Background: an optimization exercise with open tools, aiming at small area, a short achievable clock period and few clock cycles per item. Do not read the settings as production practice.
RTL that was checked went through simulation tests only; none was proved equivalent to the original.
Only the layout flow was run in runs 1 to 4; the RTL was not checked for function there.
Power figures rest on the tool's default switching activity, not on a simulated workload.

==> flow/design.v <==
`timescale 1ns / 1ps
`default_nettype none
module framed_ascii_decimal_parser #(
	parameter int MAX_CHARS = 63,
	parameter int MAX_FRAC_DIGITS = 6
) (
	input wire logic clk,
	input wire logic arst_n,
	input wire logic s_tvalid,
	output logic s_tready,
	input wire logic [7:0] s_tdata,
	output logic m_tvalid,
	input wire logic m_tready,
	output logic [55:0] m_tdata,
	output logic [2:0] m_tuser,
	input wire logic cfg_valid,
	output logic cfg_ready,
	input wire logic cfg_index,
	input wire logic [7:0] cfg_data
);
	logic [7:0] start_q, end_q;
	always_ff @(posedge clk or negedge arst_n) begin
		if (!arst_n) begin
			start_q <= 8'd60;
			end_q <= 8'd62;
		end else if (cfg_valid) begin
			if (cfg_index) end_q <= cfg_data;
			else start_q <= cfg_data;
		end
	end
	assign cfg_ready = 1'b1;
	logic v1_q;
	logic is_start1_q, is_end1_q, is_digit1_q, is_point1_q;
	logic [3:0] e1_q;	 
	logic [3:0] d1;
	logic in_frame_q, point_q, bad_q, trunc_q, sat_q;
	logic [5:0] count_q;
	logic [2:0] frac_q;
	logic [31:0] int_q;
	logic [23:0] bcd_q;	 
	logic busy_q, valid_q;
	logic [2:0] steps_q;
	logic [31:0] int_b_q;
	logic [17:0] fbin_q;
	logic [2:0] frac_b_q;
	logic bad_b_q, trunc_b_q, sat_b_q;
	logic idle, close, open, body, room, fdig, stall, go, handoff;
	assign idle = !busy_q && !valid_q;
	assign open = !in_frame_q && is_start1_q;
	assign close = in_frame_q && is_end1_q;
	assign body = in_frame_q && !is_end1_q;
	assign room = (count_q != 6'd63);
	assign fdig = body && room && is_digit1_q && point_q && (frac_q != 3'd6);
	assign stall = (close && !idle) || (fdig && busy_q);
	assign go = v1_q && !stall;
	assign handoff = v1_q && close && idle;
	logic s_tready_q;
	logic v1_n, is_end1_n, is_digit1_n, in_frame_n, point_n, busy_n, valid_n;
	logic is_digit_in;
	assign s_tready = s_tready_q;
	assign is_digit_in = (s_tdata[7:4] == 4'h3) && (s_tdata[3:0] <= 4'd9);
	assign v1_n = s_tready_q ? s_tvalid : (v1_q && !go);
	assign is_end1_n = s_tready_q ? (s_tdata == end_q) : is_end1_q;
	assign is_digit1_n = s_tready_q ? is_digit_in : is_digit1_q;
	assign in_frame_n = (go && open) ? 1'b1 : (go && close) ? 1'b0 : in_frame_q;
	assign point_n = (go && open) ? 1'b0 :
		(go && body && room && !is_digit1_q && is_point1_q) ? 1'b1 : point_q;
	assign busy_n = handoff || (busy_q && (steps_q != 3'd0));
	assign valid_n = handoff ? valid_q : busy_q ? (valid_q || (steps_q == 3'd0)) : (valid_q && !m_tready);
	always_ff @(posedge clk or negedge arst_n) begin
		if (!arst_n) begin
			v1_q <= 1'b0;
			s_tready_q <= 1'b1;
		end else begin
			v1_q <= v1_n;
			s_tready_q <= !(v1_n && in_frame_n &&
				((is_end1_n && (busy_n || valid_n)) || (is_digit1_n && point_n && busy_n)));
		end
	end
	always_ff @(posedge clk) begin
		if (s_tready) begin
			is_start1_q <= (s_tdata == start_q);
			is_end1_q <= (s_tdata == end_q);
			is_digit1_q <= is_digit_in;
			is_point1_q <= (s_tdata == 8'h2e);
			e1_q <= {s_tdata[3], s_tdata[2] | s_tdata[3], s_tdata[1] | s_tdata[3], s_tdata[0]};
		end
	end
	assign d1 = {e1_q[3], e1_q[2] & !e1_q[3], e1_q[1] & !e1_q[3], e1_q[0]};
	logic [31:0] int_x10;
	logic int_ovf;
	logic [30:0] add_a, add_b, add_s;
	logic add_c;
	assign add_a = {int_q[28:0], e1_q[2], e1_q[1]};
	assign add_b = int_q[30:0];
	assign add_c = e1_q[3];
	always_comb begin
		logic [30:0] g, p, gg, pp;
		g = add_a & add_b;
		p = add_a ^ add_b;
		gg = g;
		pp = p;
		gg[0] = g[0] | (p[0] & add_c);
		for (int l = 0; l < 5; l++) begin
			for (int i = 30; i >= 0; i--) begin
				if ((i >> l) & 1) begin
					gg[i] = gg[i] | (pp[i] & gg[((i >> l) << l) - 1]);
					pp[i] = pp[i] & pp[((i >> l) << l) - 1];
				end
			end
		end
		add_s = p ^ {gg[29:0], add_c};
	end
	assign int_x10 = {add_s, e1_q[0]};
	localparam logic [31:0] OVF_K = 32'h19999999;
	logic [32:0] ovf_gt, ovf_eq;
	always_comb begin
		ovf_gt[32] = 1'b0;
		ovf_eq[32] = 1'b1;
		for (int i = 31; i >= 0; i--) begin
			ovf_gt[i] = ovf_gt[i+1] | (ovf_eq[i+1] & int_q[i] & !OVF_K[i]);
			ovf_eq[i] = ovf_eq[i+1] & (int_q[i] == OVF_K[i]);
		end
	end
	assign int_ovf = ovf_gt[0] | (ovf_eq[0] & (e1_q[3] | (e1_q[2] & e1_q[1])));
	always_ff @(posedge clk or negedge arst_n) begin
		if (!arst_n)
			in_frame_q <= 1'b0;
		else if (go) begin
			if (open)
				in_frame_q <= 1'b1;
			else if (close)
				in_frame_q <= 1'b0;
		end
	end
	always_ff @(posedge clk) begin
		if (go) begin
			if (open) begin
				point_q <= 1'b0;
				bad_q <= 1'b0;
				trunc_q <= 1'b0;
				sat_q <= 1'b0;
				count_q <= 6'd0;
				frac_q <= 3'd0;
				int_q <= 32'd0;
			end else if (body) begin
				if (!room) begin
					trunc_q <= 1'b1;
				end else begin
					count_q <= count_q + 6'd1;
					if (is_digit1_q) begin
						if (point_q) begin
							if (frac_q == 3'd6)
								trunc_q <= 1'b1;
							else
								frac_q <= frac_q + 3'd1;
						end else begin
							int_q <= int_x10;
							if (int_ovf)
								sat_q <= 1'b1;
						end
					end else if (is_point1_q && !point_q) begin
						point_q <= 1'b1;
					end else begin
						bad_q <= 1'b1;
					end
				end
			end
		end
	end
	function automatic logic ge5(input logic [3:0] d);
		ge5 = d[3] | (d[2] & (d[1] | d[0]));
	endfunction
	function automatic logic [23:0] dbl(input logic [23:0] f);
		logic [23:0] r;
		logic b3, b2, b1, b0;
		begin
			for (int j = 0; j < 6; j++) begin
				{b3, b2, b1, b0} = f[4*j +: 4];
				r[4*j+3] = (b2 & !b1 & !b0) | (b3 & b0);
				r[4*j+2] = (b1 & (!b2 | b0)) | (b3 & !b0);
				r[4*j+1] = (!b3 & !b2 & b0) | (b2 & b1 & !b0) | (b3 & !b0);
			end
			r[0] = 1'b0;
			for (int j = 1; j < 6; j++)
				r[4*j] = ge5(f[4*(j-1) +: 4]);
			dbl = r;
		end
	endfunction
	logic [23:0] bcd0, bcd1, bcd2, bcd3, bcd4;
	logic [2:0] fbits;
	logic conv;
	assign bcd0 = bcd_q;
	assign bcd1 = dbl(bcd0);
	assign bcd2 = dbl(bcd1);
	assign bcd3 = dbl(bcd2);
	assign fbits = {ge5(bcd0[23:20]), ge5(bcd1[23:20]), ge5(bcd2[23:20])};
	assign conv = busy_q || handoff;
	always_ff @(posedge clk) begin
		for (int j = 0; j < 6; j++) begin
			if (conv)
				bcd_q[4*(5-j) +: 4] <= bcd3[4*(5-j) +: 4];
			else if (go && fdig && frac_q == 3'(j))
				bcd_q[4*(5-j) +: 4] <= d1;
			else if (go && fdig && frac_q < 3'(j))
				bcd_q[4*(5-j) +: 4] <= 4'd0;
		end
	end
	logic fzero, fsat;
	assign fzero = handoff ? (frac_q == 3'd0) : (frac_b_q == 3'd0);
	assign fsat = handoff ? sat_q : sat_b_q;
	always_ff @(posedge clk) begin
		if (conv)
			fbin_q <= {fbin_q[14:0], (fbits & {3{!fzero}}) | {3{fsat}}};
		if (handoff) begin
			int_b_q <= int_q | {32{sat_q}};
			frac_b_q <= frac_q;
			bad_b_q <= bad_q;
			trunc_b_q <= trunc_q;
			sat_b_q <= sat_q;
		end
	end
	always_ff @(posedge clk or negedge arst_n) begin
		if (!arst_n) begin
			busy_q <= 1'b0;
			valid_q <= 1'b0;
			steps_q <= 3'd0;
		end else begin
			if (handoff) begin
				busy_q <= 1'b1;
				steps_q <= 3'd4;
			end else if (busy_q) begin
				steps_q <= steps_q - 3'd1;
				if (steps_q == 3'd0) begin
					busy_q <= 1'b0;
					valid_q <= 1'b1;
				end
			end else if (m_tready) begin
				valid_q <= 1'b0;
			end
		end
	end
	assign m_tvalid = valid_q;
	assign m_tdata = {5'd0, frac_b_q, int_b_q, fbin_q[17:2]};
	assign m_tuser = {sat_b_q, trunc_b_q, bad_b_q};
endmodule
`default_nettype wire
==> flow/run.sh <==
#!/bin/bash
# synth_recipe.tcl (not shown) runs the flow's synth.tcl, then flattens the netlist and writes it again
# the make line also repeats each setting of config.mk as NAME=value (left out here)
make -C /OpenROAD-flow-scripts/flow DESIGN_CONFIG=/design/flow/config.mk WORK_HOME=/design/flow/orfs CLKGATE_MAP_FILE= SYNTH_SCRIPT=/design/flow/synth_recipe.tcl finish
==> flow/config.mk <==
export PLATFORM = sky130hd
export DESIGN_NAME = framed_ascii_decimal_parser
export DESIGN_NICKNAME = framed_ascii_decimal_parser
export VERILOG_FILES = /design/flow/design.v
export SDC_FILE = /design/flow/constraint.sdc
export NUM_CORES = 4
export LEC_CHECK = 0
export ABC_AREA = 1
export CAP_MARGIN = 20
export CORE_MARGIN = 2
export CORE_UTILIZATION = 40
export CTS_BUF_LIST = sky130_fd_sc_hd__clkbuf_8
export SETUP_SLACK_MARGIN = 3.2
export SLEW_MARGIN = 20
==> flow/constraint.sdc <==
create_clock -name core_clock -period 5.5 [get_ports {clk}]
set_input_delay 1.1000 -clock core_clock [delete_from_list [all_inputs] [get_ports {clk}]]
set_output_delay 1.1000 -clock core_clock [all_outputs]
set_load 0.01 [all_outputs]
==> summary.txt, run 1 <==
The residual DRC count came out at 0. The number of setup violations in the final report is 0. The synthesized netlist occupies a cell area of approximately 0.009 sq mm. The number of global-route vias before repair came out at a little under 7,000. After synthesis, the most frequently instantiated cells are 243 x nand2_1, 132 x inv_1, 129 x edfxtp_1, 111 x nor2_1, 66 x o21ai_0. Entering global routing, the biggest net connects 44 pins.

After Yosys synthesis, full adders, half adders and majority gates account for 6.297% of the synthesized area. The aggregate negative setup slack came out at 0 ps. The worst slack at placement came out at 2025 ps. The count of vias placed by the detailed router is 7,107. The number of top-level design ports is 84. The growth of design area from synthesis to finish came out at 22.66%. STA classifies the critical path endpoint as a register.

STA classifies the critical path startpoint as a register. The worst-case hold slack is roughly 420 ps. In the synthesized netlist the dominant register cell turns out to be edfxtp_1. The number of antenna diodes is 0. The netlist uses 45 different library cells.

Synthesis handed over a netlist of 1,035 instances. The initial core utilization came out at 40.38%. The number of port buffers is 77. The multiplexer area fraction after synthesis is 0%.

The maximum clock skew at final layout is between 10 and 15 ps. The xor and xnor area share after synthesis is approximately 1.8%. In this run the clock root is driven by a clkbuf_8.

The area share of the largest cell type after synthesis came out at around 43%. The share of the synthesized area in compound gates (AO/OA/AOI/OAI) is 10.68%. The worst endpoint data arrival time came out at 2620 ps. The final worst-path cycle share came out at ~44%.

The HPWL after detailed placement is between 10,000 and 15,000 um. The worst path in the final design needs a cycle of 2410 ps, including I/O delays and setup. The count of routing violations after the opening detailed-route iteration is between 400 and 500. The H-tree level count came out at 4. By area, the combinational part of the netlist is dominated by simple AND/OR/NAND/NOR gates. The post-layout worst setup margin is 3090 ps. Setup repair after global routing could not meet its margin everywhere.

The run finished with no timing, DRC or antenna violations. The total CTS buffers came out at 17. Summed over all cells, the static leakage comes to 4.841 nW.

The fraction of the yosys area taken by sequential cells came out at 50.41%. The number of iterations in the first detailed-routing pass is 5. The placeable core area came out at 0.02243 sq mm. The worst hold path belongs to the class reg -> reg. The worst endpoint required time came out at 5710 ps.

The number of hold buffers added after CTS came out at 0. For this run, the number of Yosys warnings is 1. The number of antenna-violating nets in the routed design is 0.

The die covers 0.02387 sq mm. The per-cell routed wire length came out at 13.93 um. Counting the fill cells in the layout gives 2,155. In this run the horizontal extent of the chip is 154.5 um. The overall die height came out at 154.5 um.

The mean area per synthesized cell came out at 8.754 sq um. The count of pins over their slew limit came out at 0. The transition time at the pin with the least slew margin came out at 881.6 ps.

The upper clock frequency limit is 414.9 MHz. The number of placement rows is 55. By area the synthesized netlist is led by edfxtp_1 43%, nand2_1 10%, inv_1 5.5%.

The largest fanout on the critical path is 3. Summed over all instances, the cell type with the most area after synthesis is edfxtp_1. The worst setup path is of the reg -> reg kind. The final-stage net count is around 1,200. The total overflow left after global routing is 0. TritonCTS built the clock tree. The worst-skew pair later-pin latency came out at 450 ps. Synthesis inferred between 150 and 200 register bits. In this run, synthesis inferred 129 flip-flops with an integrated enable. The share of final-layout standard cells stronger than drive strength 1 is a little under a fifth.

Measured against its own limit, the worst slew margin works out to between 40% and 50%. The wire length of the first global-routing pass is 32,980 um. The overall fraction of global-route tracks in use is 17.14%. The weighted congestion reported at the end of routability-driven placement is slightly above 0.8. The post-CTS clock slew at the launch and capture registers of the worst setup and hold paths is roughly 90 ps. The power per cell area is 234.4 mW/mm^2. The synthesized netlist devotes 22.18% of its cell area to simple gates.

The number of hold-slack violations in the final timing report was 0. nand2_1 is the most common cell in the netlist. The worst-case clock buffer depth came out at 2. The clock net sink count is 157. The number of antenna violations at the first check in global routing is 0.

The final layout contains routed wiring with a total length of 20,040 um. Of all flip-flops after synthesis, the portion carrying an async set or reset was 15.29%. The via-per-instance ratio is 4.939. Across the VDD grid, the largest voltage drop is 0.0001238 V.

Max-cap violations in this run came to 0.
worst max-delay path, cell delays in order, from the launching register on:
cell and delay [ps]:
edfxtp_1 390, inv_2 70, fa_2 380, inv_2 60, fa_2 210, nand3_2 70, nand2_2 80, nand3_2 80
nand3_4 90, nand3_4 70, nand2_4 100, inv_2 40, fa_2 500, nor2_1 30
sequential cells by signal, summed over array words and instances, names as in the netlist, 3 cells and up:
signal    count
int_b_q      32
frac_b_q      3
bcd_q        24
count_q       6
int_q        32
frac_q        3
e1_q          4
steps_q       3
end_q         8
fbin_q       18
start_q       8
per-stage QoR:
stage	utilization, %	cells	instance area (sq um)	total power, mW
floorplan	-	1039	9196	1.595
global placement	44.94	1368	10080	1.664
detailed placement	44.94	1368	10080	1.670
CTS	47.96	1420	10760	2.611
global route	49.54	1439	11110	2.723
finish	49.54	1439	11110	2.605
final timing paths:
| path | startpoint | to | slack, ps | cells after the start |
|---|---|---|---|---|
| hold / removal | fbin_q[1] | fbin_q[4] | 420 | 0 |
| min in group asynchronous | arst_n | end_q[6] | 1020 | 2 |
| max in group asynchronous | arst_n | s_tready_q | 4180 | 2 |
| setup reg to reg | e1_q[1] | int_q[17] | 3090 | 13 |
| setup / recovery | e1_q[1] | int_q[17] | 3090 | 13 |
| hold reg to reg | fbin_q[1] | fbin_q[4] | 420 | 0 |
cell type report:
class,instances,area [sq um],area share [%]
Tap cell,285,356.6,3.209
Sequential cell,157,4567,41.09
Timing Repair inverter,1,7.507,0.06755
Clock inverter,15,195.2,1.756
Timing Repair Buffer,119,1102,9.919
Inverter,135,518.0,4.661
Multi-Input combinational cell,710,4133,37.19
Clock buffer,17,234.0,2.105
what timing repair did:
| item | CTS | global route |
|---|---|---|
| hold endpoints to repair | 0 | 0 |
| endpoints found under the setup margin | 170 | 115 |
| gates resized for setup | 98 | 68 |
| gates cloned | 2 | 1 |
| buffers inserted | 18 | 18 |
| pin swaps | 22 | 27 |
kinds of logic after synthesis:
| kind of cell | after synthesis |
|---|---|
| adders and majority gates | 42 |
| and+or+nand+nor | 470 |
| xor gates and xnor gates | 19 |
| other | 2 |
| buffers and inverters | 172 |
| DFF | 157 |
| AOI/OAI and AO/OA | 173 |
cell usage in the layout (no fill, tap or decap), drive strengths merged, types with 2 or more instances in the layout:
cell type and count:
a21boi 3, o22ai 12, nor3 10, or2 30, o21a 2, clkdlybuf4s50 20
a31oi 2, fa 6, conb 6, bufinv 4, a21o 4, clkinvlp 5
a211oi 2, a22oi 4, clkdlybuf4s15 12, o211ai 3, nor2 113, dlygate4sd2 40
clkinv 6, dfstp 10, ha 36, nand2 246, dfxtp 4, xor2 5
nand4 12, o21ai 88, nor4 3, inv 136, dfrtp 14, buf 42
xnor2 14, nand3 56, a21oi 50, edfxtp 129, clkbuf 21
routing by layer:
layer	global-route usage (%)	wire length, um
met2	28.17	9570
met1	23.58	9737
met5	0	0
met3	3.222	530
met4	4.145	201
where the power goes:
group	total (mW)	internal (mW)	switching, mW
clock network	0.938	0.493	0.444
registers	1.38	1.35	0.0367
logic	0.284	0.122	0.163
total	2.61	1.96	0.644
==> run 2, diff against run 1 <==
--- a/flow/design.v
+++ b/flow/design.v
@@ -169,24 +169,37 @@
 		end
 	end
-	function automatic logic ge5(input logic [3:0] d);
-		ge5 = d[3] | (d[2] & (d[1] | d[0]));
+	function automatic logic [3:0] dstep(input logic [2:0] r, input logic c);
+		logic [3:0] n;
+		begin
+			n[3] = (!r[2] & r[1]) | (r[0] & c);
+			n[2] = (!r[1] & r[0] & c) | (r[2] & !c);
+			n[1] = r[0] | (!r[1] & c) | (r[2] & !c);
+			n[0] = (!r[1] & !c) | (!r[2] & r[1] & c);
+			dstep = n;
+		end
 	endfunction
 	function automatic logic [23:0] dbl(input logic [23:0] f);
-		logic [23:0] r;
-		logic b3, b2, b1, b0;
+		logic [23:0] n;
 		begin
-			for (int j = 0; j < 6; j++) begin
-				{b3, b2, b1, b0} = f[4*j +: 4];
-				r[4*j+3] = (b2 & !b1 & !b0) | (b3 & b0);
-				r[4*j+2] = (b1 & (!b2 | b0)) | (b3 & !b0);
-				r[4*j+1] = (!b3 & !b2 & b0) | (b2 & b1 & !b0) | (b3 & !b0);
-			end
-			r[0] = 1'b0;
-			for (int j = 1; j < 6; j++)
-				r[4*j] = ge5(f[4*(j-1) +: 4]);
-			dbl = r;
+			for (int j = 0; j < 6; j++)
+				n[4*j +: 4] = dstep(f[4*j +: 3], (j > 0) ? f[4*((j > 0) ? j - 1 : 0) + 3] : 1'b0);
+			dbl = n;
 		end
 	endfunction
-	logic [23:0] bcd0, bcd1, bcd2, bcd3, bcd4;
+	function automatic logic [3:0] dcode(input logic [3:0] d);
+		case (d)
+			4'd0: dcode = 4'b0110;
+			4'd1: dcode = 4'b0000;
+			4'd2: dcode = 4'b0001;
+			4'd3: dcode = 4'b0010;
+			4'd4: dcode = 4'b0011;
+			4'd5: dcode = 4'b1110;
+			4'd6: dcode = 4'b1000;
+			4'd7: dcode = 4'b1001;
+			4'd8: dcode = 4'b1010;
+			default: dcode = 4'b1011;
+		endcase
+	endfunction
+	logic [23:0] bcd0, bcd1, bcd2, bcd3;
 	logic [2:0] fbits;
 	logic conv;
@@ -195,5 +208,5 @@
 	assign bcd2 = dbl(bcd1);
 	assign bcd3 = dbl(bcd2);
-	assign fbits = {ge5(bcd0[23:20]), ge5(bcd1[23:20]), ge5(bcd2[23:20])};
+	assign fbits = {bcd0[23], bcd1[23], bcd2[23]};
 	assign conv = busy_q || handoff;
 	always_ff @(posedge clk) begin
@@ -202,7 +215,7 @@
 				bcd_q[4*(5-j) +: 4] <= bcd3[4*(5-j) +: 4];
 			else if (go && fdig && frac_q == 3'(j))
-				bcd_q[4*(5-j) +: 4] <= d1;
+				bcd_q[4*(5-j) +: 4] <= dcode(d1);
 			else if (go && fdig && frac_q < 3'(j))
-				bcd_q[4*(5-j) +: 4] <= 4'd0;
+				bcd_q[4*(5-j) +: 4] <= 4'b0110;
 		end
 	end
==> summary.txt, run 2 <==
The run finished with no timing, DRC or antenna violations. The final-stage net count is 1,188 (-1.4%). The residual DRC count came out at 0 (unchanged).

The final worst-path cycle share came out at 43.86% (about the same). The initial core utilization was 40.97% (+0.58 points). The total CTS buffers is 17 (unchanged). The critical path is of the reg -> reg type. The endpoint class of the critical path is a register. The count of pins over their slew limit is 0 (unchanged).

The routed length on met1 is 9409 um (-3.4%). The area after detailed placement came out at 0.009943 sq mm (-1.4%). The clock net sink count is 157 (unchanged).

The number of antenna diodes is 0 (unchanged). The multiplexer area fraction after synthesis is 0.1113% (+0.11 points). The transition time at the pin with the least slew margin came out at 852.9 ps (-28.72 ps). The leakage power summed over all cells was 4.898 nW (+1.2%). The growth of design area from synthesis to finish is 22.66% (about the same).

The upper clock frequency limit came out at 414.5 MHz (about the same). The post-layout worst setup margin is 3088 ps (-1.930 ps). STA classifies the critical path startpoint as a register. Clock tree synthesis selected as its root buffer the cell clkbuf_8. After synthesis, the cell types taking the most area are edfxtp_1 43%, nand2_1 9.5%, ha_1 5.6%. The worst slack at placement was 2404 ps (+378.8 ps). The share of synthesized cell area in and, or, nand and nor gates came to 21.17% (-1.0 points). The share of power burned in registers is 53.1% (about the same). The power per cell area is 236.6 mW/mm^2 (+0.94%). The non-filler instance count after layout came out at 1,413 (-1.8%).

The worst endpoint data arrival time came out at 2620 ps (about the same). The most common cell after layout, fill and taps aside is nand2_1. The count of vias placed by the detailed router was 7,040 (-0.94%). The HPWL after detailed placement is 13,840 um (-0.29%).

The number of register bits inferred by synthesis came to 157 (unchanged). The number of unique standard cell types used by synthesis came out at 47 (+4.4%). The largest registers in the layout are int_b_q (32), int_q (32), bcd_q (24). The number of antenna-violating nets in the routed design was 0 (unchanged). The number of port buffers came out at 77 (unchanged). The post-layout minimum cycle time is 2412 ps (+1.930 ps).

The number of flops mapped to enable cells by yosys came out at 130 (+0.78%). The share of final-layout standard cells stronger than drive strength 1 came to 18.45% (+0.076 points). The cell total after placement is 1,338 (-2.2%). The total length of routed met3 wires came out at 736 um (+39%). The total length of routed wires came to 20,090 um (+0.23%). The count of routing violations after the opening detailed-route iteration came to 481 (-2.2%). The area share of the largest cell type after synthesis is 43.39% (+0.64 points). Setup repair after global routing could not meet its margin everywhere.

The placeable core area is 0.02196 sq mm (-2.1%). The weighted congestion reported at the end of routability-driven placement came out at 0.8119 (-0.62%). The number of placement rows came out at 54 (-1.8%).

The largest fanout on the critical path is 3 (unchanged). The proportion of total power due to net switching came out at 25.15% (+0.43 points). The adder-cell area share of the yosys netlist is 6.898% (+0.60 points).

The worst-case clock buffer depth came out at 2 (unchanged). After synthesis, the largest family of logic cells by area is simple AND/OR/NAND/NOR gates. The worst-skew pair later-pin latency is 460 ps (about the same).

The worst endpoint required time is 5710 ps (about the same). The fraction of the yosys area taken by sequential cells came to 50.88% (+0.47 points). The detailed router used layers up to and including met4.

The xor and xnor area share after synthesis is 1.655% (-0.18 points). The most instantiated flip-flop cell in the synthesis netlist is edfxtp_1. The via-per-instance ratio came out at 4.982 (+0.88%).

In the layout the commonest cells are 208 x nand2_1, 130 x edfxtp_1, 125 x inv_1, 94 x nor2_1, 67 x o21ai_0. The overall die height came to 154.0 um (-0.35%). The number of hold buffers added after CTS was 0 (unchanged). The die area came to 0.02371 sq mm (-0.69%). The count of synthesis-stage warnings from yosys came out at 1 (unchanged). The number of hold-slack violations in the final timing report is 0 (unchanged). Of all cell types, the one taking the most synthesized area is edfxtp_1.

The max-capacitance violation count came out at 0 (unchanged). The number of antenna violations at the first check in global routing is 0 (unchanged). The class of the worst hold path is reg -> reg.

The number of top-level design ports was 84 (unchanged). The post-CTS clock slew at the launch and capture registers of the worst setup and hold paths was 90 ps (about the same). The aggregate negative setup slack is 0 ps (unchanged). The wire length of the first global-routing pass is 32,500 um (-1.4%). The worst relative slew slack is 43.14% (+1.9 points).

The setup slack on the worst flop-to-flop path came out at 3090 ps (about the same). The cell with the most instances after synthesis is nand2_1. The per-cell routed wire length is 14.22 um (+2.1%). The number of global-route vias before repair is 6,619 (-1.7%).

Sorting the synthesized cells by how often they occur yields 228 x nand2_1, 133 x inv_1, 130 x edfxtp_1, 99 x nor2_1, 72 x o21ai_0. The sum of overflow across all layers after global routing is 0 (unchanged). The share of the synthesized area in compound gates (AO/OA/AOI/OAI) came out at 10.56% (-0.12 points). The synthesized instance count came out at 1,011 (-2.3%).

The number of iterations in the first detailed-routing pass is 5 (unchanged). The fraction of registers with async set or reset after synthesis was 15.29% (unchanged). The number of setup violations in the final report was 0 (unchanged).

The mean area per synthesized cell is 8.898 sq um (+1.7%). The reported net switching power is 0.6566 mW (+2.0%). The clock network fraction of design power came to 36.4% (+0.4 points). The maximum number of pins on one net before global-route repair came out at 46 (+4.5%). TritonCTS built the clock tree. The number of fillers in the final layout came out at 2,055 (-4.6%). The routed length on met2 came out at 9717 um (+1.5%).

The x dimension of the die came to 154.0 um (-0.35%). The cell internal power dissipation was 1.955 mW (-0.35%). The overall fraction of global-route tracks in use came out at 17.07% (-0.072 points). The worst ir drop on vdd is 0.0001382 V (+12%). The H-tree level count came out at 4 (unchanged). The combinational share of power is 10.5% (-0.4 points). The total non-filler cell area in the finished layout came out at 0.01103 sq mm (-0.71%). The maximum clock skew at final layout is 14.16 ps (-0.6210 ps). The netlist area before placement came to 0.008996 sq mm (-0.70%).
==> run 2: kinds of logic after synthesis <==
kind of cell / Yosys count
buffers and inverters: 177
other: 2
AO/OA/AOI/OAI: 169
XOR/XNOR: 17
AND/OR/NAND/NOR: 442
flip-flops: 157
adder cells (fa/ha/maj): 46
multiplexers: 1
==> run 2: critical path: stages, from the launching register on <==
cell and delay, ps:
edfxtp_1 380, inv_2 60, fa_2 380, inv_2 60, fa_2 210, nand3_2 60
nand2_2 80, nand3_2 80, nand3_4 90, nand3_4 70, nand2_4 100, inv_2 40
fa_2 510, nor2_1 40
==> run 2: timing repair <==
item	CTS	global route
setup buffers	16	26
pin swaps	9	26
endpoints found under the hold margin	0	0
gates resized for setup	92	87
gates cloned	0	1
setup endpoints to repair	163	96
==> run 2: final timing paths <==
kind	startpoint	to	depth (start not counted)
max	int_q[0]	int_q[17]	13
min	bad_q	bad_b_q	0
max reg2reg	int_q[0]	int_q[17]	13
min reg2reg	bad_q	bad_b_q	0
max in group asynchronous	arst_n	s_tready_q	2
min in group asynchronous	arst_n	busy_q	2
==> run 2: power groups by stage <==
stage	sequential (mW)	clock [mW]	combinational, mW
floorplan	1.40	0	0.187
global placement	1.41	0	0.251
detailed placement	1.41	0	0.254
CTS	1.38	0.968	0.259
global route	1.39	1.02	0.319
finish	1.39	0.951	0.275
==> run 2: area by class of cell <==
type	instances	area (sq um)	share of cell area (%)
tap	280	350.3	3.175
clock inverter	15	196.4	1.780
sequential	157	4582	41.52
inverter	139	551.8	5.001
timing repair buffer	124	1144	10.36
clock buffer	17	234.0	2.120
multi-input combinational	681	3976	36.04
==> run 2: per-layer routing <==
metal / up-vias / track usage (%)
met5: - / 0
met4: 0 / 4.050
met3: 15 / 3.551
met2: 129 / 28.14
met1: 3336 / 23.16
li1: 3560 / -
==> run 2: through the flow <==
| stage | util [%] | total power, mW | hold WS, ps |
|---|---|---|---|
| 6_report | 50.25 | 2.611 | 425.0 |
| 3_5_place_dp | 45.28 | 1.664 | 404.5 |
| 5_1_grt | 50.25 | 2.730 | 432.2 |
| 4_1_cts | 47.94 | 2.611 | 424.7 |
| 3_3_place_gp | 45.28 | 1.660 | 403.1 |
| 2_1_floorplan | - | 1.586 | 400.3 |
==> run 3, diff against run 2 <==
--- a/flow/design.v
+++ b/flow/design.v
@@ -96,19 +96,23 @@
 	assign add_c = e1_q[3];
 	always_comb begin
-		logic [30:0] g, p, gg, pp;
+		logic [30:0] g, t, p, gg, tt;
+		logic [31:0] c;
 		g = add_a & add_b;
+		t = add_a | add_b;
 		p = add_a ^ add_b;
 		gg = g;
-		pp = p;
-		gg[0] = g[0] | (p[0] & add_c);
+		tt = t;
 		for (int l = 0; l < 5; l++) begin
 			for (int i = 30; i >= 0; i--) begin
 				if ((i >> l) & 1) begin
-					gg[i] = gg[i] | (pp[i] & gg[((i >> l) << l) - 1]);
-					pp[i] = pp[i] & pp[((i >> l) << l) - 1];
+					gg[i] = gg[i] | (tt[i] & gg[((i >> l) << l) - 1]);
+					tt[i] = tt[i] & tt[((i >> l) << l) - 1];
 				end
 			end
 		end
-		add_s = p ^ {gg[29:0], add_c};
+		c[0] = add_c;
+		for (int i = 0; i < 31; i++)
+			c[i+1] = gg[i] | (tt[i] & add_c);
+		add_s = p ^ c[30:0];
 	end
 	assign int_x10 = {add_s, e1_q[0]};
==> summary.txt, run 3 <==
The flow ran to the end and the layout has no timing, DRC or antenna violations. The total length of routed wires is 21,980 um (+9.4%). The final worst-path cycle share came to 42.28% (-1.6 points). The highest-delay cell along the critical path is dfstp_4. The synthesized instance count came to 1,140 (+13%). The count of pins over their slew limit came out at 0 (unchanged). The worst relative slew slack came to 29.42% (-14 points). The worst-case clock buffer depth was 2 (unchanged). The number of port buffers is 77 (unchanged). The count of routing violations after the opening detailed-route iteration came out at 502 (+4.4%). The x dimension of the die came out at 160.2 um (+4.0%). The library cell occupying the most area in the post-synthesis netlist is edfxtp_1.

The wire length of the first global-routing pass is 35,510 um (+9.3%). The leakage power summed over all cells is 5.393 nW (+10%). The overall fraction of global-route tracks in use came to 17.11% (+0.048 points).

The maximum clock skew at final layout is 14.21 ps (+0.04910 ps). The share of final-layout standard cells stronger than drive strength 1 is 15.86% (-2.6 points). The post-layout minimum cycle time came out at 2326 ps (-86.85 ps). The number of antenna violations at the first check in global routing came to 0 (unchanged). Traced cell by cell, the critical path runs through buf_6. The largest registers in the layout are int_b_q (32), int_q (32), bcd_q (24). The worst ir drop on vdd came out at 0.0001147 V (-17%).

The setup slack on the worst flop-to-flop path is 3240 ps (+150 ps). In the post-synthesis netlist, the biggest area contributors are edfxtp_1 40%, nand2_1 9.6%, ha_1 9.2%. The overall die height was 160.2 um (+4.0%). The number of antenna-violating nets in the routed design is 0 (unchanged). The number of hold-slack violations in the final timing report came out at 0 (unchanged). The transition time at the pin with the least slew margin is 1058 ps (+204.7 ps). The residual DRC count was 0 (unchanged). The post-CTS clock slew at the launch and capture registers of the worst setup and hold paths is 90 ps (about the same). The biggest cell delay along the critical path came out at 650 ps (+140 ps).

In the layout the commonest cells are 240 x nand2_1, 179 x inv_1, 130 x edfxtp_1, 102 x nor2_1, 70 x o21ai_0. The mean area per synthesized cell came out at 8.556 sq um (-3.8%). The fraction of the yosys area taken by sequential cells came out at 46.92% (-4.0 points).

The most used flip-flop cell after synthesis is edfxtp_1. The netlist area before placement is 0.009754 sq mm (+8.4%). The total CTS buffers is 17 (unchanged). The weighted congestion reported at the end of routability-driven placement came out at 0.7979 (-1.7%). The fraction of registers with async set or reset after synthesis is 15.29% (unchanged).

The overall power after layout is 2.522 mW (-3.4%). The final-stage net count came to 1,349 (+14%). STA classifies the critical path endpoint as an output pin. The cell type group with the largest total delay on the critical path is flip-flops. The count of vias placed by the detailed router is 7,628 (+8.4%). The HPWL after detailed placement was 15,600 um (+13%). The per-cell routed wire length came out at 13.82 um (-2.8%). The max-capacitance violation count is 0 (unchanged). The aggregate negative setup slack is 0 ps (unchanged). Sorting the synthesized cells by how often they occur yields 249 x nand2_1, 189 x inv_1, 130 x edfxtp_1, 111 x nor2_1, 73 x o21ai_0. The via-per-instance ratio is 4.794 (-3.8%).

The number of iterations in the first detailed-routing pass was 5 (unchanged). The path type of the worst setup path is reg -> out. The number of placement rows came out at 57 (+5.6%). The count of buffering cells on the critical path with inverters included is 1 (-2). The placeable core area is 0.02411 sq mm (+9.8%). The area share of the largest cell type after synthesis came out at 40.02% (-3.4 points). The initial core utilization is 40.47% (-0.50 points).

The maximum number of pins on one net before global-route repair came to 46 (unchanged). The worst-skew pair later-pin latency was 470 ps (about the same). The number of setup violations in the final report is 0 (unchanged).

The count of synthesis-stage warnings from yosys is 1 (unchanged). The worst endpoint required time came out at 4400 ps (-1310 ps). The number of global-route vias before repair is 7,203 (+8.8%).

The H-tree level count came out at 4 (unchanged). The growth of design area from synthesis to finish is 20.09%. The sum of overflow across all layers after global routing came to 0 (unchanged).

The path class of the tightest hold or removal check is reg -> reg. The upper clock frequency limit came out at 430.0 MHz (+3.7%). The worst setup path is launched from a register. The number of unique standard cell types used by synthesis is 52 (+11%). The number of top-level design ports is 84 (unchanged). Setup repair after global routing could not meet its margin everywhere. The number of flops mapped to enable cells by yosys came out at 130 (unchanged). The tree is rooted in a clkbuf_8. The number of register bits inferred by synthesis was 157 (unchanged). The library cell used most frequently in the layout, excluding fill and tap cells, is nand2_1.

The number of antenna diodes is 0 (unchanged). nand2_1 is the most common cell in the netlist. The worst endpoint data arrival time is 1230 ps (-1390 ps). The TritonCTS clock tree is done. The die area is 0.02565 sq mm (+8.2%).

The largest fanout on the critical path came to 2 (-1). The power per cell area is 215.3 mW/mm^2 (-9.0%). The clock net sink count came to 157 (unchanged).
run 3: final cells by class:
type	instances	area [sq um]
fillers	2346	12390
multi-input cells	750	4437
inverters	198	788.3
clock buffers	18	247.7
clock inverters	14	130.1
well taps	324	405.4
flip-flops and latches	157	4581
repair buffers	129	1117
repair inverters	1	7.507
run 3: per-layer routing:
metal  part of all wire (%)  global-route usage, %  wire [um]  vias up
met5                      0                      0          0        -
met4                   0.96                  4.873        210        0
met3                    3.6                  3.221        793       16
met2                     47                  28.34      10420      143
met1                     48                  23.00      10560     3534
li1                       -                      -          -     3935
run 3: through the flow:
stage | cell area [sq um] | utilization [%] | std cells | hold slack, ps | setup slack [ps]
floorplan | 9773 | - | 1144 | 400.3 | 3262
finish | 11710 | 48.59 | 1591 | 431.4 | 3174
CTS | 11260 | 46.71 | 1557 | 428.6 | 3141
global route | 11710 | 48.59 | 1591 | 439.0 | 3109
global placement | 10700 | 44.39 | 1508 | 403.7 | 2335
detailed placement | 10700 | 44.39 | 1508 | 407.0 | 2212
run 3: power by group:
group | leakage, nW | internal (mW) | total, mW | switching [mW]
clock network | 0.203 | 0.379 | 0.859 | 0.480
logic | 3.71 | 0.115 | 0.283 | 0.169
registers | 1.48 | 1.35 | 1.38 | 0.0335
total | 5.39 | 1.84 | 2.52 | 0.682
run 3: cells by family (layout without fill, tap and decap cells):
logic type	after synthesis	in the layout	synth area share (%)
DFF	157	157	46.92
adders and majority gates	73	73	9.441
AOI/OAI and AO/OA	183	183	10.29
other	2	6	0.07699
and+or+nand+nor	474	474	21.69
xor gates and xnor gates	13	13	1.167
buffers and inverters	237	360	10.31
muxes	1	1	0.1026
run 3: final timing paths:
check / startpoint / to / cells past startpoint
worst max-delay path: s_tready_q / s_tready / 1
min in group asynchronous: arst_n / start_q[6] / 2
worst max register to register: count_q[0] / int_q[25] / 13
max in group asynchronous: arst_n / s_tready_q / 2
worst min register to register: fbin_q[1] / fbin_q[4] / 0
worst min-delay path: fbin_q[1] / fbin_q[4] / 0
run 3: what timing repair did:
item / 4_1_cts / 5_1_grt
pin swaps: 1 / 18
setup endpoints to repair: 179 / 67
buffers inserted: 16 / 34
cloned: 1 / 0
hold buffers: 0 / 0
gates resized for setup: 95 / 70
==> run 4, diff against run 3 <==
--- a/flow/design.v
+++ b/flow/design.v
@@ -36,4 +36,5 @@
 	logic in_frame_q, point_q, bad_q, trunc_q, sat_q;
 	logic [5:0] count_q;
+	logic full_q;	 
 	logic [2:0] frac_q;
 	logic [31:0] int_q;
@@ -42,5 +43,5 @@
 	logic [2:0] steps_q;
 	logic [31:0] int_b_q;
-	logic [17:0] fbin_q;
+	logic [15:0] fbin_q;
 	logic [2:0] frac_b_q;
 	logic bad_b_q, trunc_b_q, sat_b_q;
@@ -50,17 +51,17 @@
 	assign close = in_frame_q && is_end1_q;
 	assign body = in_frame_q && !is_end1_q;
-	assign room = (count_q != 6'd63);
+	assign room = !full_q;
 	assign fdig = body && room && is_digit1_q && point_q && (frac_q != 3'd6);
 	assign stall = (close && !idle) || (fdig && busy_q);
 	assign go = v1_q && !stall;
 	assign handoff = v1_q && close && idle;
-	logic s_tready_q;
+	logic block_q;
 	logic v1_n, is_end1_n, is_digit1_n, in_frame_n, point_n, busy_n, valid_n;
 	logic is_digit_in;
-	assign s_tready = s_tready_q;
+	assign s_tready = !block_q;
 	assign is_digit_in = (s_tdata[7:4] == 4'h3) && (s_tdata[3:0] <= 4'd9);
-	assign v1_n = s_tready_q ? s_tvalid : (v1_q && !go);
-	assign is_end1_n = s_tready_q ? (s_tdata == end_q) : is_end1_q;
-	assign is_digit1_n = s_tready_q ? is_digit_in : is_digit1_q;
+	assign v1_n = s_tready ? s_tvalid : (v1_q && !go);
+	assign is_end1_n = s_tready ? (s_tdata == end_q) : is_end1_q;
+	assign is_digit1_n = s_tready ? is_digit_in : is_digit1_q;
 	assign in_frame_n = (go && open) ? 1'b1 : (go && close) ? 1'b0 : in_frame_q;
 	assign point_n = (go && open) ? 1'b0 :
@@ -71,8 +72,8 @@
 		if (!arst_n) begin
 			v1_q <= 1'b0;
-			s_tready_q <= 1'b1;
+			block_q <= 1'b0;
 		end else begin
 			v1_q <= v1_n;
-			s_tready_q <= !(v1_n && in_frame_n &&
+			block_q <= (v1_n && in_frame_n &&
 				((is_end1_n && (busy_n || valid_n)) || (is_digit1_n && point_n && busy_n)));
 		end
@@ -128,4 +129,12 @@
 	end
 	assign int_ovf = ovf_gt[0] | (ovf_eq[0] & (e1_q[3] | (e1_q[2] & e1_q[1])));
+	logic int_dig;
+	assign int_dig = body && room && is_digit1_q && !point_q;
+	always_ff @(posedge clk) begin
+		if (v1_q && open)
+			int_q <= 32'd0;
+		else if (v1_q && int_dig)
+			int_q <= int_x10;
+	end
 	always_ff @(posedge clk or negedge arst_n) begin
 		if (!arst_n)
@@ -146,6 +155,6 @@
 				sat_q <= 1'b0;
 				count_q <= 6'd0;
+				full_q <= 1'b0;
 				frac_q <= 3'd0;
-				int_q <= 32'd0;
 			end else if (body) begin
 				if (!room) begin
@@ -153,4 +162,5 @@
 				end else begin
 					count_q <= count_q + 6'd1;
+					full_q <= (count_q == 6'd62);
 					if (is_digit1_q) begin
 						if (point_q) begin
@@ -160,5 +170,4 @@
 								frac_q <= frac_q + 3'd1;
 						end else begin
-							int_q <= int_x10;
 							if (int_ovf)
 								sat_q <= 1'b1;
@@ -206,5 +215,5 @@
 	endfunction
 	logic [23:0] bcd0, bcd1, bcd2, bcd3;
-	logic [2:0] fbits;
+	logic [3:0] fbits;	 
 	logic conv;
 	assign bcd0 = bcd_q;
@@ -212,5 +221,5 @@
 	assign bcd2 = dbl(bcd1);
 	assign bcd3 = dbl(bcd2);
-	assign fbits = {bcd0[23], bcd1[23], bcd2[23]};
+	assign fbits = {bcd0[23], bcd1[23], bcd2[23], bcd3[23]};
 	assign conv = busy_q || handoff;
 	always_ff @(posedge clk) begin
@@ -227,7 +236,9 @@
 	assign fzero = handoff ? (frac_q == 3'd0) : (frac_b_q == 3'd0);
 	assign fsat = handoff ? sat_q : sat_b_q;
+	logic [3:0] fmask;
+	assign fmask = (fbits & {4{!fzero}}) | {4{fsat}};
 	always_ff @(posedge clk) begin
 		if (conv)
-			fbin_q <= {fbin_q[14:0], (fbits & {3{!fzero}}) | {3{fsat}}};
+			fbin_q <= {fbin_q[12:1], handoff ? fmask[3] : fbin_q[0], fmask[2:0]};
 		if (handoff) begin
 			int_b_q <= int_q | {32{sat_q}};
@@ -246,5 +257,5 @@
 			if (handoff) begin
 				busy_q <= 1'b1;
-				steps_q <= 3'd4;
+				steps_q <= 3'd3;
 			end else if (busy_q) begin
 				steps_q <= steps_q - 3'd1;
@@ -259,5 +270,5 @@
 	end
 	assign m_tvalid = valid_q;
-	assign m_tdata = {5'd0, frac_b_q, int_b_q, fbin_q[17:2]};
+	assign m_tdata = {5'd0, frac_b_q, int_b_q, fbin_q};
 	assign m_tuser = {sat_b_q, trunc_b_q, bad_b_q};
 endmodule
==> summary.txt, run 4 <==
The flow ran to the end and the layout has no timing, DRC or antenna violations. The wire length of the first global-routing pass is 35,230 um (-0.80%). The synthesized design spends more area on one cell type than any other, namely edfxtp_1. The total non-filler cell area in the finished layout came out at 0.01127 sq mm (-3.7%). The area after detailed placement is 0.01060 sq mm (-0.94%).

TritonCTS built the clock tree. The worst relative slew slack is 32.99% (+3.6 points). The overall fraction of global-route tracks in use came out at 17.76% (+0.64 points). The highest-delay cell along the critical path is edfxtp_1. The number of antenna diodes came out at 0 (unchanged). The fraction of registers with async set or reset after synthesis came out at 15.38% (+0.098 points). The cell sitting at the root of the clock tree is a clkbuf_8. The growth of design area from synthesis to finish is 18.15%. The number of unique standard cell types used by synthesis came out at 51 (-1.9%). The number of global-route vias before repair came to 7,308 (+1.5%).

The x dimension of the die came to 158.5 um (-1.1%). The weighted congestion reported at the end of routability-driven placement is 0.8111 (+1.7%). The worst hold path begins at trunc_q. The worst-skew pair later-pin latency came out at 480 ps (about the same).

The number of top-level design ports came out at 84 (unchanged). In the layout the commonest cells are 269 x nand2_1, 193 x inv_1, 97 x edfxtp_1, 75 x nor2_1, 74 x o21ai_0. The largest fanout on the critical path came out at 1 (-1). The final worst-path cycle share is 41.17% (-1.1 points). The biggest cell delay along the critical path came out at 390 ps (-260 ps). The number of setup violations in the final report came out at 0 (unchanged).

The path type of the worst setup path is reg -> out. The worst setup path is captured at an output pin. The overall die height is 158.5 um (-1.1%). The number of placement rows came to 56 (-1.8%). The count of vias placed by the detailed router came out at 7,816 (+2.5%). Setup repair after global routing could not meet its margin everywhere. The power per cell area is 316.4 mW/mm^2 (+47%). The residual DRC count is 0 (unchanged).

The netlist area before placement came out at 0.009543 sq mm (-2.2%). The number of antenna violations at the first check in global routing came to 0 (unchanged). The number of fillers in the final layout came out at 2,268 (-3.3%).

The critical path starts at int_b_q[4]. The fraction of the yosys area taken by sequential cells is 44.28% (-2.6 points). The via-per-instance ratio is 4.867 (+1.5%).

The worst endpoint required time came out at 4400 ps (about the same). The upper clock frequency limit is 441.6 MHz (+2.7%). The max-capacitance violation count came out at 0 (unchanged). The die area is 0.02511 sq mm (-2.1%). The mean area per synthesized cell came out at 8.129 sq um (-5.0%).

The maximum number of pins on one net before global-route repair came out at 46 (unchanged). The number of iterations in the first detailed-routing pass is 6 (+1). The share of final-layout standard cells stronger than drive strength 1 is 12.67% (-3.2 points). STA classifies the critical path startpoint as a register.

The post-layout minimum cycle time came to 2265 ps (-60.98 ps). The worst ir drop on vdd is 0.0001425 V (+24%). The number of flops mapped to enable cells by yosys came out at 97 (-25%). The largest registers in the layout are int_b_q (32), int_q (32), bcd_q (24).

The critical register-to-register path startpoint is int_q[6]. The aggregate negative setup slack is 0 ps (unchanged). The count of synthesis-stage warnings from yosys came out at 1 (unchanged).

The maximum clock skew at final layout was 15.34 ps (+1.138 ps). The global routing met1 resource utilization is 23.34% (+0.33 points). The count of routing violations after the opening detailed-route iteration is 434 (-14%). The leakage power summed over all cells is 5.410 nW (+0.32%). The initial core utilization came out at 40.66% (+0.19 points). The cell type group with the largest total delay on the critical path is flip-flops. The class of the worst hold path is reg -> reg. Counting instances in the post-synthesis netlist gives the leading cell types as 276 x nand2_1, 196 x inv_1, 97 x edfxtp_1, 83 x o21ai_0, 81 x nor2_1. The placeable core area came out at 0.02347 sq mm (-2.6%).

Among all flip-flop cells after synthesis, the most frequent one is edfxtp_1. The synthesized instance count is 1,174 (+3.0%). The worst endpoint data arrival time is 1160 ps (-70 ps).

The setup slack on the worst flop-to-flop path came out at 3330 ps (+90 ps). The final-stage net count came out at 1,369 (+1.5%). The number of antenna-violating nets in the routed design came out at 0 (unchanged).

The number of port buffers was 77 (unchanged). The total CTS buffers is 17 (unchanged). The cell with the most instances after synthesis is nand2_1. The area share of the largest cell type after synthesis came out at 30.52% (-9.5 points).

The count of buffering cells on the critical path with inverters included is 1 (unchanged). The global routing usage on met2 came out at 29.90% (+1.6 points). The H-tree level count came to 4 (unchanged). The worst-case clock buffer depth came out at 2 (unchanged). The transition time at the pin with the least slew margin is 1004 ps (-53.53 ps). The count of pins over their slew limit came to 0 (unchanged).

The most common cell after layout, fill and taps aside is nand2_1. By area the synthesized netlist is led by edfxtp_1 31%, nand2_1 11%, ha_1 9.4%. The global routing stage identified its most utilized layer as met2. The global routing usage on met3 is 3.430% (+0.21 points). The number of hold-slack violations in the final timing report is 0 (unchanged). The clock net sink count came out at 156 (-0.64%). The post-CTS clock slew at the launch and capture registers of the worst setup and hold paths is 100 ps (about the same). The total length of routed wires came out at 21,830 um (-0.69%). The number of register bits inferred by synthesis came out at 156 (-0.64%). The signal on the critical path passes through dlygate4sd2_1. The HPWL after detailed placement is 15,690 um (+0.60%). The number of hold buffers added after CTS came out at 0 (unchanged).

The per-cell routed wire length came out at 13.59 um (-1.6%). The sum of overflow across all layers after global routing came out at 0 (unchanged).
run 4: timing repair:
action / in CTS / in global routing
endpoints found under the setup margin: 114 / 66
pin swaps: 1 / 6
cloned: 0 / 1
setup buffers: 6 / 21
resized for setup: 75 / 71
run 4: final timing paths:
path,to,depth (start not counted)
max,m_tdata[20],1
min,trunc_b_q,0
max reg2reg,int_q[27],13
min reg2reg,trunc_b_q,0
max in group asynchronous,valid_q,1
min in group asynchronous,start_q[6],1
run 4: metrics by stage:
stage | setup slack [ps] | power (mW) | hold WS [ps] | utilization, % | instances
floorplan | 2643 | 2.405 | 400.3 | - | 1178
finish | 3235 | 3.567 | 425.2 | 48.03 | 1606
global placement | 2849 | 2.648 | 425.5 | 45.17 | 1546
CTS | 3031 | 3.503 | 426.1 | 46.73 | 1584
detailed placement | 2778 | 2.672 | 404.5 | 45.17 | 1546
global route | 3052 | 3.835 | 453.6 | 48.03 | 1606
run 4: kinds of logic (layout without fill, tap and decap cells):
family	count (synthesis)	after routing	share of synthesized area (%)
adders and majority gates	73	73	9.650
AOI/OAI and AO/OA	195	195	11.38
muxes	1	1	0.1180
and+or+nand+nor	494	495	22.58
buffers and inverters	230	338	9.807
other	2	6	0.07870
xor gates and xnor gates	23	23	2.111
DFF	156	156	44.28
run 4: layer usage:
layer / vias up / wire [um]
met4: 0 / 303
li1: 4024 / -
met5: - / 0
met1: 3619 / 10480
met3: 24 / 863
met2: 149 / 10190
run 4: power breakdown:
part | total, mW | switching [mW] | internal (mW) | leakage (nW)
Combinational | 1.23 | 0.755 | 0.479 | 3.76
Clock | 0.834 | 0.504 | 0.330 | 0.193
Sequential | 1.50 | 0.112 | 1.39 | 1.46
run 4: final cells by class:
cell class | count | area, sq um | area share [%]
clock inverters | 15 | 126.4 | 1.121
well taps | 319 | 399.1 | 3.540
inverters | 199 | 754.5 | 6.692
multi-input cells | 793 | 4589 | 40.71
clock buffers | 17 | 234.0 | 2.075
repair buffers | 107 | 923.4 | 8.190
flip-flops and latches | 156 | 4248 | 37.68
==> run 5, diff against run 4 <==
--- a/flow/design.v
+++ b/flow/design.v
@@ -97,23 +97,19 @@
 	assign add_c = e1_q[3];
 	always_comb begin
-		logic [30:0] g, t, p, gg, tt;
-		logic [31:0] c;
+		logic [30:0] g, p, gg, pp;
 		g = add_a & add_b;
-		t = add_a | add_b;
 		p = add_a ^ add_b;
 		gg = g;
-		tt = t;
+		pp = p;
+		gg[0] = g[0] | (p[0] & add_c);
 		for (int l = 0; l < 5; l++) begin
 			for (int i = 30; i >= 0; i--) begin
 				if ((i >> l) & 1) begin
-					gg[i] = gg[i] | (tt[i] & gg[((i >> l) << l) - 1]);
-					tt[i] = tt[i] & tt[((i >> l) << l) - 1];
+					gg[i] = gg[i] | (pp[i] & gg[((i >> l) << l) - 1]);
+					pp[i] = pp[i] & pp[((i >> l) << l) - 1];
 				end
 			end
 		end
-		c[0] = add_c;
-		for (int i = 0; i < 31; i++)
-			c[i+1] = gg[i] | (tt[i] & add_c);
-		add_s = p ^ c[30:0];
+		add_s = p ^ {gg[29:0], add_c};
 	end
 	assign int_x10 = {add_s, e1_q[0]};
==> summary.txt, run 5 <==
The initial core utilization is 40.64% (about the same). The number of global-route vias before repair is 6,960 (-4.8%). The die area was 0.02331 sq mm (-7.2%). The clock network fraction of design power was 25.8% (+2.4 points).

The most instantiated flip-flop cell in the synthesis netlist is edfxtp_1. The flow ran to the end and the layout has no timing, DRC or antenna violations. On the critical path the largest part of the delay comes from adder cells. The count of routing violations after the opening detailed-route iteration is 459 (+5.8%). The post-layout minimum cycle time was 2324 ps (+59.04 ps). The proportion of total power due to net switching came out at 35.38% (-3.1 points). The worst ir drop on vdd came to 0.0001599 V (+12%).

The number of antenna violations at the first check in global routing is 0 (unchanged). In the post-synthesis netlist, the biggest area contributors are edfxtp_1 33%, nand2_1 11%, dfxtp_1 7.9%. The cell internal power dissipation was 2.224 mW (+1.3%). The number of register bits inferred by synthesis came to 156 (unchanged). The sequential standard cell area is 0.004232 sq mm (-0.38%).

The worst setup path is of the reg -> reg kind. The growth of design area from synthesis to finish is 19.75%. The area after detailed placement is 0.009945 sq mm (-6.2%).

The worst relative slew slack is 35.21% (+2.2 points). The fraction of the yosys area taken by sequential cells came out at 47.79% (+3.5 points). The number of flops mapped to enable cells by yosys is 97 (unchanged). The wire length of the first global-routing pass is 33,550 um (-4.8%). The largest total area in the synthesized netlist belongs to edfxtp_1.

The kind of start point of the critical path is a register. The post-CTS clock slew at the launch and capture registers of the worst setup and hold paths is 90 ps (about the same). The number of top-level design ports came out at 84 (unchanged). The final-stage net count is 1,247 (-8.9%). The share of power burned in registers is 43.7% (+1.7 points). In this run the clock root is driven by a clkbuf_8. The count of buffering cells on the critical path with inverters included came to 3 (+2). The share of final-layout standard cells stronger than drive strength 1 is 11.74% (-0.92 points). The worst slack at placement came out at 2837 ps (+58.77 ps). Setup repair after global routing could not meet its margin everywhere. The residual DRC count is 0 (unchanged).

The placeable core area was 0.02176 sq mm (-7.3%). The mean area per synthesized cell is 8.233 sq um (+1.3%). The area of the multi-input gates is 0.003948 sq mm (-14%).

The biggest cell delay along the critical path is 370 ps (-20 ps). The per-cell routed wire length came to 13.53 um (-0.46%). The combinational share of power is 30.5% (-4.1 points). The worst endpoint required time came out at 5840 ps (+1440 ps). The final worst-path cycle share is 42.25% (+1.1 points). The maximum clock skew at final layout is 12.60 ps (-2.744 ps). The overall die height is 152.7 um (-3.6%). The class of the worst hold path is reg -> reg. The via-per-instance ratio came to 4.871 (about the same).

The number of antenna-violating nets in the routed design is 0 (unchanged). The number of iterations in the first detailed-routing pass came to 5 (-1). The total non-filler cell area in the finished layout came out at 0.01059 sq mm (-6.1%).

The sum of overflow across all layers after global routing is 0 (unchanged). The library cells used most frequently in the layout, excluding fill and tap cells, are 259 x nand2_1, 170 x inv_1, 97 x edfxtp_1, 74 x o21ai_0, 70 x nand3_1. The worst endpoint data arrival time came out at 2660 ps (+1500 ps).

The transition time at the pin with the least slew margin came to 970.7 ps (-33.26 ps). The library cell used most frequently in the layout, excluding fill and tap cells, is nand2_1. The commonest cells after synthesis are 267 x nand2_1, 178 x inv_1, 97 x edfxtp_1, 79 x o21ai_0, 76 x nand3_1. The area share of the largest cell type after synthesis was 32.94% (+2.4 points). The number of unique standard cell types used by synthesis is 49 (-3.9%). The largest registers in the layout are int_b_q (32), int_q (32), bcd_q (24). The leakage power summed over all cells came out at 5.018 nW (-7.2%). The clock net sink count came out at 156 (unchanged).

The number of placement rows came out at 54 (-3.6%). The synthesized instance count is 1,074 (-8.5%). The netlist area before placement was 0.008842 sq mm (-7.3%). The number of setup violations in the final report is 0 (unchanged). The total CTS buffers is 17 (unchanged). The overall power after layout is 3.441 mW (-3.5%). The maximum number of pins on one net before global-route repair came out at 46 (unchanged). The weighted congestion reported at the end of routability-driven placement came out at 0.8672 (+6.9%). The number of fillers in the final layout was 2,127 (-6.2%). The worst-case clock buffer depth is 2 (unchanged). The worst-skew pair later-pin latency came out at 460 ps (-20 ps).

The largest fanout on the critical path is 5 (+4). Among all cell types in the netlist, the one instantiated most often is nand2_1. The overall fraction of global-route tracks in use came out at 17.51% (-0.25 points).

The count of pins over their slew limit is 0 (unchanged). On the critical path, the stage with the largest delay is an instance of fa_2. The power per cell area is 325.0 mW/mm^2 (+2.7%). The HPWL after detailed placement was 14,330 um (-8.7%).

The critical path goes through inv_2 > fa_2 > inv_2 > fa_2 > nand3_2 > nand2_2 > nand3_2 > nand3_4 > nand3_4 > nand2_4 > inv_2 > fa_2 > xnor2_1 > o21ai_1 > a21oi_1. The post-layout worst setup margin is 3176 ps (-59.04 ps). The worst setup path is captured at a register. The x dimension of the die is 152.7 um (-3.6%).

The aggregate negative setup slack is 0 ps (unchanged). The fraction of registers with async set or reset after synthesis was 15.38% (unchanged). The count of synthesis-stage warnings from yosys came out at 1 (unchanged). The number of hold-slack violations in the final timing report is 0 (unchanged). The max-capacitance violation count is 0 (unchanged). The reported net switching power came to 1.217 mW (-11%).

The worst-case hold slack is 423.9 ps (-1.252 ps). The H-tree level count came to 4 (unchanged). TritonCTS built the clock tree. The number of port buffers came out at 77 (unchanged). The upper clock frequency limit is 430.4 MHz (-2.5%).

The number of antenna diodes came out at 0 (unchanged). The count of vias placed by the detailed router came out at 7,170 (-8.3%). The total length of routed wires came out at 19,920 um (-8.8%).
[run 5: changes by cell type in the layout (fill, tap and decap cells not counted), sizes merged, moves of 5 or more]
| cell | before | now |
|---|---|---|
| nor3 | 16 | 9 |
| nor2 | 87 | 67 |
| ha | 72 | 40 |
| a21oi | 73 | 68 |
| inv | 209 | 187 |
| fa | 1 | 6 |
| nand2 | 280 | 269 |
[run 5: stage by stage]
step / instances / util (%)
5_1_grt: 1472 / 48.67
3_5_place_dp: 1411 / 45.71
3_3_place_gp: 1411 / 45.71
4_1_cts: 1450 / 47.68
6_report: 1472 / 48.67
2_1_floorplan: 1078 / -
[run 5: final timing paths]
path                            cells past startpoint  slack, ps         end  startpoint
worst max-delay path                               15       3180   int_q[18]    int_q[0]
worst min-delay path                                0        420     bad_b_q       bad_q
worst max register to register                     15       3180   int_q[18]    int_q[0]
worst min register to register                      0        420     bad_b_q       bad_q
max in group asynchronous                           2       4210  start_q[5]      arst_n
min in group asynchronous                           2       1000    end_q[6]      arst_n
[run 5: power by group through the flow]
stage	Combinational, mW	Clock [mW]	Sequential (mW)
after floorplan	0.816	0	1.49
after global placement	0.984	0	1.53
after detailed placement	1.00	0	1.53
after CTS	1.03	0.908	1.51
after global routing	1.22	0.958	1.53
final	1.05	0.887	1.50
[run 5: metal layers]
metal | GRT usage [%] | vias up | wire length (um)
met1 | 24.36 | 3293 | 9792
met5 | 0 | - | 0
met3 | 3.100 | 13 | 794
li1 | - | 3722 | -
met4 | 4.762 | 0 | 201
met2 | 28.25 | 142 | 9127
[run 5: what timing repair did]
action,4_1_cts,5_1_grt
endpoints found under the setup margin,114,74
buffers inserted,7,22
pin swaps,7,5
hold buffers,0,0
resized for setup,78,34
[run 5: cells by family after synthesis]
group	synth area share, %
flops	47.79
fa+ha+maj	7.019
simple gates	21.31
xor+xnor	2.278
compound gates	11.93
other cells	0.08493
buf+inv	9.594
[run 5: final cells by class]
cell class,instances,share of cell area (%)
clock buffer,17,2.210
clock inverter,15,1.512
inverter,183,6.641
multi-input combinational,711,37.28
sequential,156,39.96
tap,280,3.309
timing repair buffer,110,9.087
Testbench counts of run 5, summed over its fixed seeds: cycles 12,722, items 1,200.
==> run 6, diff against run 5 <==
--- a/flow/design.v
+++ b/flow/design.v
@@ -41,5 +41,5 @@
 	logic [23:0] bcd_q;	 
 	logic busy_q, valid_q;
-	logic [2:0] steps_q;
+	logic [1:0] steps_q;
 	logic [31:0] int_b_q;
 	logic [15:0] fbin_q;
@@ -67,6 +67,6 @@
 	assign point_n = (go && open) ? 1'b0 :
 		(go && body && room && !is_digit1_q && is_point1_q) ? 1'b1 : point_q;
-	assign busy_n = handoff || (busy_q && (steps_q != 3'd0));
-	assign valid_n = handoff ? valid_q : busy_q ? (valid_q || (steps_q == 3'd0)) : (valid_q && !m_tready);
+	assign busy_n = handoff || (busy_q && (steps_q != 2'd0));
+	assign valid_n = handoff ? valid_q : busy_q ? (valid_q || (steps_q == 2'd0)) : (valid_q && !m_tready);
 	always_ff @(posedge clk or negedge arst_n) begin
 		if (!arst_n) begin
@@ -249,12 +249,12 @@
 			busy_q <= 1'b0;
 			valid_q <= 1'b0;
-			steps_q <= 3'd0;
+			steps_q <= 2'd0;
 		end else begin
 			if (handoff) begin
 				busy_q <= 1'b1;
-				steps_q <= 3'd3;
+				steps_q <= 2'd3;
 			end else if (busy_q) begin
-				steps_q <= steps_q - 3'd1;
-				if (steps_q == 3'd0) begin
+				steps_q <= steps_q - 2'd1;
+				if (steps_q == 2'd0) begin
 					busy_q <= 1'b0;
 					valid_q <= 1'b1;
--- a/flow/config.mk
+++ b/flow/config.mk
@@ -11,4 +11,4 @@
 export CORE_UTILIZATION = 40
 export CTS_BUF_LIST = sky130_fd_sc_hd__clkbuf_8
-export SETUP_SLACK_MARGIN = 3.2
+export SETUP_SLACK_MARGIN = 3.0
 export SLEW_MARGIN = 20
==> summary.txt, run 6 <==
The run finished with no timing, DRC or antenna violations. The number of top-level design ports was 84 (unchanged). The residual DRC count came out at 0 (unchanged). The number of iterations in the first detailed-routing pass is 5 (unchanged). The count of synthesis-stage warnings from yosys is 1 (unchanged). The worst ir drop on vdd is 0.0001852 V (+16%). The number of antenna-violating nets in the routed design came out at 0 (unchanged). The worst endpoint data arrival time is 1350 ps (-1310 ps). The non-filler instance count after layout is 1,447 (-1.7%). For hold timing, the worst endpoint is bad_b_q. The global routing usage on met2 is 28.55% (+0.30 points). The number of antenna diodes is 0 (unchanged).

The critical path is of the reg -> out type. The number of unique standard cell types used by synthesis came out at 49 (unchanged). The netlist area before placement was 0.008870 sq mm (+0.31%). The share of final-layout standard cells stronger than drive strength 1 is 11.31% (-0.43 points). The combinational share of power is 31.4% (+0.9 points). The number of setup violations in the final report is 0 (unchanged).

Walking the worst path, the cells encountered are clkdlybuf4s50_1. The area share of the largest cell type after synthesis came to 32.84% (-0.10 points). The overall fraction of global-route tracks in use came out at 17.08% (-0.42 points). The total CTS buffers is 17 (unchanged). The number of hold-slack violations in the final timing report is 0 (unchanged). The cell total after placement came out at 1,406 (-0.35%). The number of antenna violations at the first check in global routing came out at 0 (unchanged). The initial core utilization is 40.64% (about the same). The sum of overflow across all layers after global routing was 0 (unchanged). The overall die height is 152.9 um (+0.15%). The count of vias placed by the detailed router is 7,052 (-1.6%). The proportion of total power due to net switching came out at 36.93% (+1.6 points). The clock network fraction of design power came out at 25.2% (-0.6 points). The maximum clock skew at final layout came out at 17.73 ps (+5.124 ps). Among cell families on the critical path, the largest total delay comes from buffers and inverters. The aggregate negative setup slack came out at 0 ps (unchanged). The growth of design area from synthesis to finish came to 19.68% (about the same). The number of hold buffers added after CTS is 0 (unchanged). The number of port buffers is 77 (unchanged).

The global routing usage on met3 is 3.232% (+0.13 points). The largest fanout on the critical path came out at 1 (-4). Leaving out fill and tap cells, the most frequent cells in the layout are 243 x nand2_1, 177 x inv_1, 97 x edfxtp_1, 67 x a21oi_1, 59 x nor2_1. The worst setup path is captured at an output pin. The die area was 0.02338 sq mm (+0.30%).

The number of global-route vias before repair is 6,783 (-2.5%). The worst-case clock buffer depth came out at 2 (unchanged). The setup slack on the worst flop-to-flop path came to 3050 ps (-130 ps).

The global routing met1 resource utilization is 22.59% (-1.8 points). The H-tree level count is 4 (unchanged). The clock net sink count came out at 155 (-0.64%). The count of pins over their slew limit came to 0 (unchanged).

The final-stage net count came out at 1,222 (-2.0%). The worst hold path startpoint is bad_q. The leakage power summed over all cells was 5.102 nW (+1.7%). The power per cell area came out at 323.1 mW/mm^2 (-0.58%). The worst-skew pair later-pin latency is 470 ps (about the same). Setup repair after global routing could not meet its margin everywhere. The placeable core area was 0.02182 sq mm (+0.31%). Among all cell types in the netlist, the one instantiated most often is nand2_1. The mean area per synthesized cell came out at 8.297 sq um (+0.78%). The endpoint identified for the worst register-to-register timing path is int_q[10]. The per-cell routed wire length was 13.42 um (-0.78%). The x dimension of the die came out at 152.9 um (+0.15%). The synthesized instance count came out at 1,069 (-0.47%). The largest registers in the layout are int_b_q (32), int_q (32), bcd_q (24). The kind of start point of the critical path is a register. The number of register bits inferred by synthesis was 155 (-0.64%).

The maximum number of pins on one net before global-route repair came to 46 (unchanged). The startpoint identified for the worst register-to-register timing path is e1_q[3]. The reported net switching power came to 1.267 mW (+4.0%). Yosys attributes the largest share of cell area to edfxtp_1 33%, nand2_1 11%, dfxtp_1 7.9%.

The worst relative slew slack is 32.35% (-2.9 points). TritonCTS built the clock tree.
[run 6: cell type report]
cell class                 instances  area (sq um)  share of cell area (%)
inverter                         187         709.4                   6.683
tap                              280         350.3                   3.300
clock inverter                    15         166.4                   1.568
timing repair buffer              90         918.4                   8.652
multi-input combinational        703          4033                   37.99
sequential                       155          4204                   39.60
clock buffer                      17         234.0                   2.204
[run 6: repair_timing]
action,CTS,global route
cloned,0,0
resized for setup,19,43
endpoints found under the hold margin,0,0
setup endpoints to repair,15,34
pin swaps,3,13
buffers inserted,8,1
[run 6: worst max-delay path by stage]
stage,to,slack [ps],start,cells past startpoint
floorplan,fbin_q[0],2640,valid_q,6
global placement,int_q[18],2810,e1_q[3],15
detailed placement,int_q[18],2750,e1_q[3],15
CTS,m_tdata[12],3000,fbin_q[12],1
global route,int_q[10],2920,e1_q[3],13
finish,m_tdata[35],3050,int_b_q[19],1
[run 6: through the flow]
stage,total power [mW],setup slack [ps],area (sq um)
2_1_floorplan,2.281,2644,9055
3_3_place_gp,2.486,2808,10020
3_5_place_dp,2.502,2748,10020
4_1_cts,3.413,3004,10480
5_1_grt,3.678,2924,10620
6_report,3.430,3050,10620
[run 6: metal layers]
metal / up-vias / wire, um
met4: 0 / 325
met2: 105 / 9081
met3: 24 / 571
li1: 3674 / -
met5: - / 0
met1: 3249 / 9446
[run 6: logic make-up (layout without fill, tap and decap cells)]
group / Yosys count / count (layout) / synth area share, %
and+or+nand+nor: 434 / 434 / 21.19
buffers and inverters: 215 / 309 / 9.832
AOI/OAI and AO/OA: 197 / 197 / 12.57
DFF: 155 / 155 / 47.36
adders and majority gates: 46 / 46 / 6.997
xor gates and xnor gates: 20 / 20 / 1.975
other: 2 / 6 / 0.08467
[run 6: power groups by stage]
stage               registers, mW  clock network (mW)  logic, mW
floorplan                    1.48                   0      0.801
global placement             1.52                   0      0.970
detailed placement           1.52                   0      0.984
CTS                          1.49               0.885       1.04
global route                 1.51               0.931       1.24
finish                       1.49               0.863       1.08
Testbench counts of run 6, summed over its fixed seeds: cycles 12,722, items 1,200.

==> re-timing with driven ports <==
Ports are ideal in the flow. The routed layouts listed here were re-timed in OpenROAD.
Step 1: set_driving_cell puts a clkbuf_16 on clk and a buf_2 on each other input, an assumption about the parent block.
Step 2, shift: input delay + t, output delay - t, t = (earliest + latest rising clock arrival at the registers) / 2. This alone moves slack from input paths to output paths.
a / b / c = ideal ports / drivers / drivers and shift; a / b = the first two.
run	t (ns)	setup WS [ns]
run 1	0.483	3.090 / 3.090 / 2.899
run 2	0.488	3.088 / 3.088 / 2.883
run 3	0.502	3.174 / 3.135 / 2.818
run 4	0.506	3.235 / 3.197 / 2.787
run 5	0.488	3.176 / 3.176 / 2.936
run 6	0.503	3.050 / 3.010 / 2.830
After both steps setup and hold are still met in every run listed.
